From an optimization exercise on the open Yosys and OpenROAD flow, aimed at small area and a short achievable clock period; shortcuts taken in it are not production practice. Function was checked by simulation only, so behaviour that the tests miss may differ from the original. Power is estimated from default activity; no workload was simulated.

$ cat flow/design.v
module dmem_bytelane #(
    parameter int unsigned ADDR_W = 9,
    parameter int unsigned DEPTH  = 64
) (
    input  logic              clk,
    input  logic              reset,
    input  logic [ADDR_W-1:0] addr,
    input  logic [31:0]       write_data,
    input  logic              mem_read,
    input  logic              mem_write,
    input  logic [1:0]        mem_size,
    input  logic              mem_unsigned,
    output logic [31:0]       read_data,
    output logic              rd_valid,
    output logic              busy,
    output logic              err
);
    localparam int unsigned IdxW  = (DEPTH > 1) ? $clog2(DEPTH) : 1;
    localparam int unsigned WordW = ADDR_W - 2;
    typedef enum logic [0:0] {
        StClear,
        StReady
    } state_e;
    state_e            state_q, state_d;
    logic [IdxW-1:0]   idx_q, idx_d;
    logic [31:0]       rdata_q, rdata_d;
    logic              rd_valid_q, rd_valid_d;
    logic              err_q, err_d;
    logic [31:0]       mem_q [DEPTH];
    logic [WordW-1:0]  word_idx;
    logic [IdxW-1:0]   mem_idx;
    logic [1:0]        lane;
    logic              in_range;
    logic              size_ok;
    logic              align_ok;
    logic              req;
    logic              legal;
    logic [3:0]        be;
    logic [31:0]       wdata_rep;
    logic [31:0]       rword;
    logic [7:0]        byte_v;
    logic [15:0]       half_v;
    logic [31:0]       load_val;
    logic              sweep_we;
    logic              store_we;
    assign word_idx = addr[ADDR_W-1:2];
    assign mem_idx  = word_idx[IdxW-1:0];
    assign lane     = addr[1:0];
    assign in_range = (32'(word_idx) < DEPTH);
    assign req      = mem_read | mem_write;
    always_comb begin
        be        = 4'b0000;
        wdata_rep = write_data;
        size_ok   = 1'b1;
        align_ok  = 1'b1;
        case (mem_size)
            2'b00: begin
                be        = 4'b0001 << lane;
                wdata_rep = {4{write_data[7:0]}};
            end
            2'b01: begin
                be        = addr[1] ? 4'b1100 : 4'b0011;
                wdata_rep = {2{write_data[15:0]}};
                align_ok  = ~addr[0];
            end
            2'b10: begin
                be        = 4'b1111;
                align_ok  = (lane == 2'b00);
            end
            default: begin
                size_ok   = 1'b0;
            end
        endcase
    end
    assign legal = (mem_read ^ mem_write) & size_ok & align_ok & in_range;
    always_comb begin
        rword  = mem_q[mem_idx];
        byte_v = rword[{lane, 3'b000} +: 8];
        half_v = addr[1] ? rword[31:16] : rword[15:0];
        case (mem_size)
            2'b00:   load_val = {{24{~mem_unsigned & byte_v[7]}}, byte_v};
            2'b01:   load_val = {{16{~mem_unsigned & half_v[15]}}, half_v};
            default: load_val = rword;
        endcase
    end
    always_comb begin
        state_d    = state_q;
        idx_d      = idx_q;
        rdata_d    = rdata_q;
        rd_valid_d = 1'b0;
        err_d      = 1'b0;
        sweep_we   = 1'b0;
        store_we   = 1'b0;
        if (reset) begin
            state_d = StClear;
            idx_d   = '0;
            rdata_d = '0;
        end else begin
            unique case (state_q)
                StClear: begin
                    sweep_we = 1'b1;
                    if (idx_q == IdxW'(DEPTH - 1)) begin
                        state_d = StReady;
                        idx_d   = '0;
                    end else begin
                        idx_d = idx_q + IdxW'(1);
                    end
                end
                StReady: begin
                    if (req) begin
                        if (!legal) begin
                            err_d = 1'b1;
                        end else if (mem_read) begin
                            rdata_d    = load_val;
                            rd_valid_d = 1'b1;
                        end else begin
                            store_we = 1'b1;
                        end
                    end
                end
                default: begin
                    state_d = StClear;
                    idx_d   = '0;
                end
            endcase
        end
    end
    always_ff @(posedge clk) begin
        if (reset) begin
            state_q    <= StClear;
            idx_q      <= '0;
            rdata_q    <= '0;
            rd_valid_q <= 1'b0;
            err_q      <= 1'b0;
        end else begin
            state_q    <= state_d;
            idx_q      <= idx_d;
            rdata_q    <= rdata_d;
            rd_valid_q <= rd_valid_d;
            err_q      <= err_d;
        end
    end
    always_ff @(posedge clk) begin
        if (sweep_we) begin
            mem_q[idx_q] <= '0;
        end else if (store_we) begin
            for (int i = 0; i < 4; i++) begin
                if (be[i]) begin
                    mem_q[mem_idx][8*i +: 8] <= wdata_rep[8*i +: 8];
                end
            end
        end
    end
    assign read_data = rdata_q;
    assign rd_valid  = rd_valid_q;
    assign err       = err_q;
    assign busy      = (state_q == StClear);
endmodule
$ cat flow/run.sh
#!/bin/bash
# synth_recipe.tcl (not shown) runs the flow's synth.tcl, then flattens the netlist and writes it again
# the make line also repeats each setting of config.mk as NAME=value (left out here)
make -C /OpenROAD-flow-scripts/flow DESIGN_CONFIG=/design/flow/config.mk WORK_HOME=/design/flow/orfs CLKGATE_MAP_FILE= SYNTH_SCRIPT=/design/flow/synth_recipe.tcl finish
$ cat flow/config.mk
export PLATFORM = sky130hd
export DESIGN_NAME = dmem_bytelane
export DESIGN_NICKNAME = dmem_bytelane
export VERILOG_FILES = /design/flow/design.v
export SDC_FILE = /design/flow/constraint.sdc
export NUM_CORES = 4
export LEC_CHECK = 0
export CAP_MARGIN = 20
export CORE_MARGIN = 2
export CORE_UTILIZATION = 40
export PLACE_DENSITY = 0.6
export SLEW_MARGIN = 20
$ cat flow/constraint.sdc
create_clock -name core_clock -period 5.0 [get_ports {clk}]
set_input_delay 1.0000 -clock core_clock [delete_from_list [all_inputs] [get_ports {clk}]]
set_output_delay 1.0000 -clock core_clock [all_outputs]
set_load 0.01 [all_outputs]
==> flow_summary.json <==
{
  "yosysWarnings": 1,
  "end_kind": "flop",
  "path_cells": "clkdlybuf4s50_1 -> inv_1 -> ha_1 -> nand2b_1 -> or3_1 -> a211o_1 -> or2_4 -> buf_4 -> o31ai_1 -> nand2_1 -> nor2_1 -> buf_4",
  "cts_resized": 0,
  "clockRootBuffer": "clkbuf_16",
  "critPathRequiredTime_ps": 5570,
  "antenna_found_initial": 13,
  "h-tree-depth": 4,
  "slew_headroom_pct": 23.9,
  "die_area_um2": 210000,
  "cp.arrival_ps": 4830,
  "setup_viol": 0,
  "slew_viol_final": 0,
  "grt_pass1_wl_mm": 324,
  "grt_usage_pct": 21.5,
  "slowest_stage": "o31ai_1",
  "cp_top_family": "simple AND/OR/NAND/NOR gates",
  "crit_buf_inv": 4,
  "drt_iter0_markers": 5716,
  "die_x_um": 458,
  "antenna_left": 0,
  "die_h_um": 458,
  "final.min_clock_period_ps": 4260,
  "hold_violations": 0,
  "grt_max_degree": 65,
  "reg2reg_slack_ps": 1010,
  "cts_hold_buf": 0,
  "ios": 83,
  "layout_setup_ws_ps": 736,
  "initial_core_util_pct": 40.3,
  "syn_nets": 4132,
  "clk_pin_slew_ps": 60,
  "drc": 0,
  "peakVddDrop_mv": 0.376,
  "fmax_mhz": 234,
  "place_ws_ps": -29.4,
  "finalCritPeriodShare_pct": 85.3,
  "hold_ws_ps": 501,
  "cp_max_fo": 14,
  "drive_above_1_share_pct": 27.6,
  "ys_types": 76,
  "viasPerCell": 5.86,
  "place_congestion": 0.917,
  "power_density_nw_per_um2": 369,
  "dp_hpwl_mm": 151,
  "syn_area_per_cell_um2": 20.2,
  "placementRows": 166,
  "rsz0062_at_grt": "no",
  "crit_path_frequent_cell": "buf_4",
  "post_cts_buffers": 0,
  "critPathLaunchType": "primary input",
  "min_path_type": "flop to flop",
  "crit_type": "primary input to flop",
  "grt_pass1_vias": 43413,
  "port_buffers": 82,
  "finClkSkew_ps": 35.8,
  "p_total_w": 0.0356,
  "synth-edff-count": 2048,
  "worst_pin_slew_ps": 1110,
  "clk_latency_ps": 860,
  "async_flop_share_pct": 0,
  "clock_path_buffers": 3,
  "synthFlopType": "edfxtp_1",
  "syn-cell-area_um2": 82500,
  "drt-total-wl_mm": 228,
  "drtPass1Iterations": 5,
  "overflow": 0,
  "fin_nets": 4682,
  "core_area_um2": 205000,
  "vias": 43922,
  "power.leakage_nw": 35.5,
  "synthCells": 4078,
  "areaGrowthSynthToFinish_pct": 17.2,
  "mostFrequentLayoutCells": "2048 x edfxtp_1, 453 x buf_4, 451 x mux4_2",
  "critPathMaxStageDelay_ps": 600,
  "seq_area_frac_synth_pct": 75.6,
  "cts-buffers-inserted": 204,
  "ys_seq_elements": 2089,
  "avgRoutedWirePerCell_um": 30.4,
  "clock-sinks": 2089,
  "outcome": "complete, no violations",
  "mostFrequentLayoutCell": "edfxtp_1",
  "tritoncts": "yes",
  "max_cap_viol_count": 0
}
## layout make-up
| class | count | area (µm²) |
|---|---|---|
| Tap cell | 2688 | 3360 |
| Fill cell | 16854 | 108000 |
| Inverter | 12 | 50.0 |
| Clock buffer | 270 | 5360 |
| Antenna cell | 5 | 12.5 |
| Sequential cell | 2089 | 62300 |
| Clock inverter | 112 | 1200 |
| Timing Repair Buffer | 589 | 5320 |
| Multi-Input combinational cell | 1732 | 19100 |
## metrics by stage
step	cells	utilization [%]	TNS, ps	instance area [µm²]
after floorplan	4078	-	0	82500
after global placement	7108	44.0	-181670	90100
after detailed placement	7110	44.0	-1220	90100
after CTS	7492	47.2	0	96700
after global routing	7495	47.2	0	96700
final	7497	47.2	0	96700
## registers in the layout (all words and copies together), names as in the netlist
signal,count
rdata_q,32
idx_q,6
rd_valid_q,1
err_q,1
mem_q,2048
state_q,1
## path summary, 6_finish.rpt
check	from	endpoint	depth (start not counted)
max	mem_read	mem_q[48][5]$_DFFE_PP_	12
min reg2reg	rdata_q[5]$_SDFFE_PP0P_	rdata_q[5]$_SDFFE_PP0P_	2
min	rdata_q[5]$_SDFFE_PP0P_	rdata_q[5]$_SDFFE_PP0P_	2
max reg2reg	state_q$_SDFF_PP0_	mem_q[48][5]$_DFFE_PP_	9
## synth_stat cells (4+ instances only)
cell	n	area share [%]
inv_1	11	0.050
mux4_1	40	1.3
a21oi_1	68	0.41
o221ai_1	12	0.13
a22oi_1	68	0.62
a22o_1	29	0.31
nor3_1	37	0.22
o31a_1	4	0.042
mux2_2	19	0.26
nand2_1	179	0.81
and2_1	13	0.099
a221oi_1	31	0.33
mux4_2	451	12
o211ai_1	13	0.12
a211oi_1	8	0.073
a221oi_2	4	0.073
nor4b_1	4	0.042
nor2b_1	16	0.12
a32oi_1	14	0.15
buf_4	23	0.21
buf_1	23	0.10
edfxtp_1	2048	75
a32o_1	7	0.085
o21ai_0	42	0.25
a31oi_1	29	0.22
mux2i_1	130	1.6
dfxtp_1	41	1.0
nand4b_1	5	0.053
and3_1	11	0.083
o22ai_1	30	0.23
buf_2	50	0.30
buf_8	7	0.13
nand3_1	18	0.11
ha_1	6	0.091
nand4_1	8	0.061
o31ai_1	6	0.055
clkbuf_1	107	0.49
nor2_1	362	1.6
nand2b_1	13	0.099
buf_6	25	0.34
buf_12	10	0.24
a311oi_1	11	0.12
## cells by family (layout without fill, tap and decap cells)
group	count (synthesis)	after routing	share of synthesized area, %
XOR/XNOR	3	3	0.0319
flip-flops	2089	2089	75.6
AO/OA/AOI/OAI	399	399	3.49
buffers and inverters	257	983	1.87
multiplexers	640	640	15.4
AND/OR/NAND/NOR	684	684	3.53
other	0	5	0
adder cells (fa/ha/maj)	6	6	0.0910
## report_power, final
group          switching (W)  leakage, nW  internal [W]
clock network        0.00667         3.18       0.00857
registers          0.0000162         23.4        0.0190
logic               0.000897         9.00      0.000514
total                0.00758         35.5        0.0281
## layer usage
layer	vias to the layer above	routed length, µm	GRT usage [%]
met2	2166	108000	34.0
met1	23375	92900	30.4
met4	2	7150	6.64
li1	18015	-	-
met5	-	13	0
met3	364	19500	4.01
## worst reg2reg max path, cell delays in order (launching register included)
cell and delay, ps:
dfxtp_1 680, nand2b_1 130, or3_1 330, a211o_1 370, or2_4 390, buf_4 220, o31ai_1 600, nand2_1 530
nor2_1 260, buf_4 210

[what the ideal ports hide]
Ports are ideal in the flow. The routed layout listed here was re-timed in OpenROAD. Step 1 sets driving cells, clkbuf_16 on the clock port and buf_2 on the other inputs (assumed; they add their load-dependent delay and slew). Step 2 moves the port delays by t, midway between the first and last clock arrival at a register: inputs arrive t later, outputs are due t later. That takes back most of the time a late clock gives input paths. a / b / c = ideal / step 1 / step 2; a / b = the first two.
shift t [ns]: 0.930
setup WS [ns]: 0.736 / 0.795 / -0.135
worst setup path after step 2: input to register
Met with ideal ports but missed after step 2: setup timing in this run. The setup slack of this run moves by +0.059 ns with the drivers and by -0.871 ns with both steps.
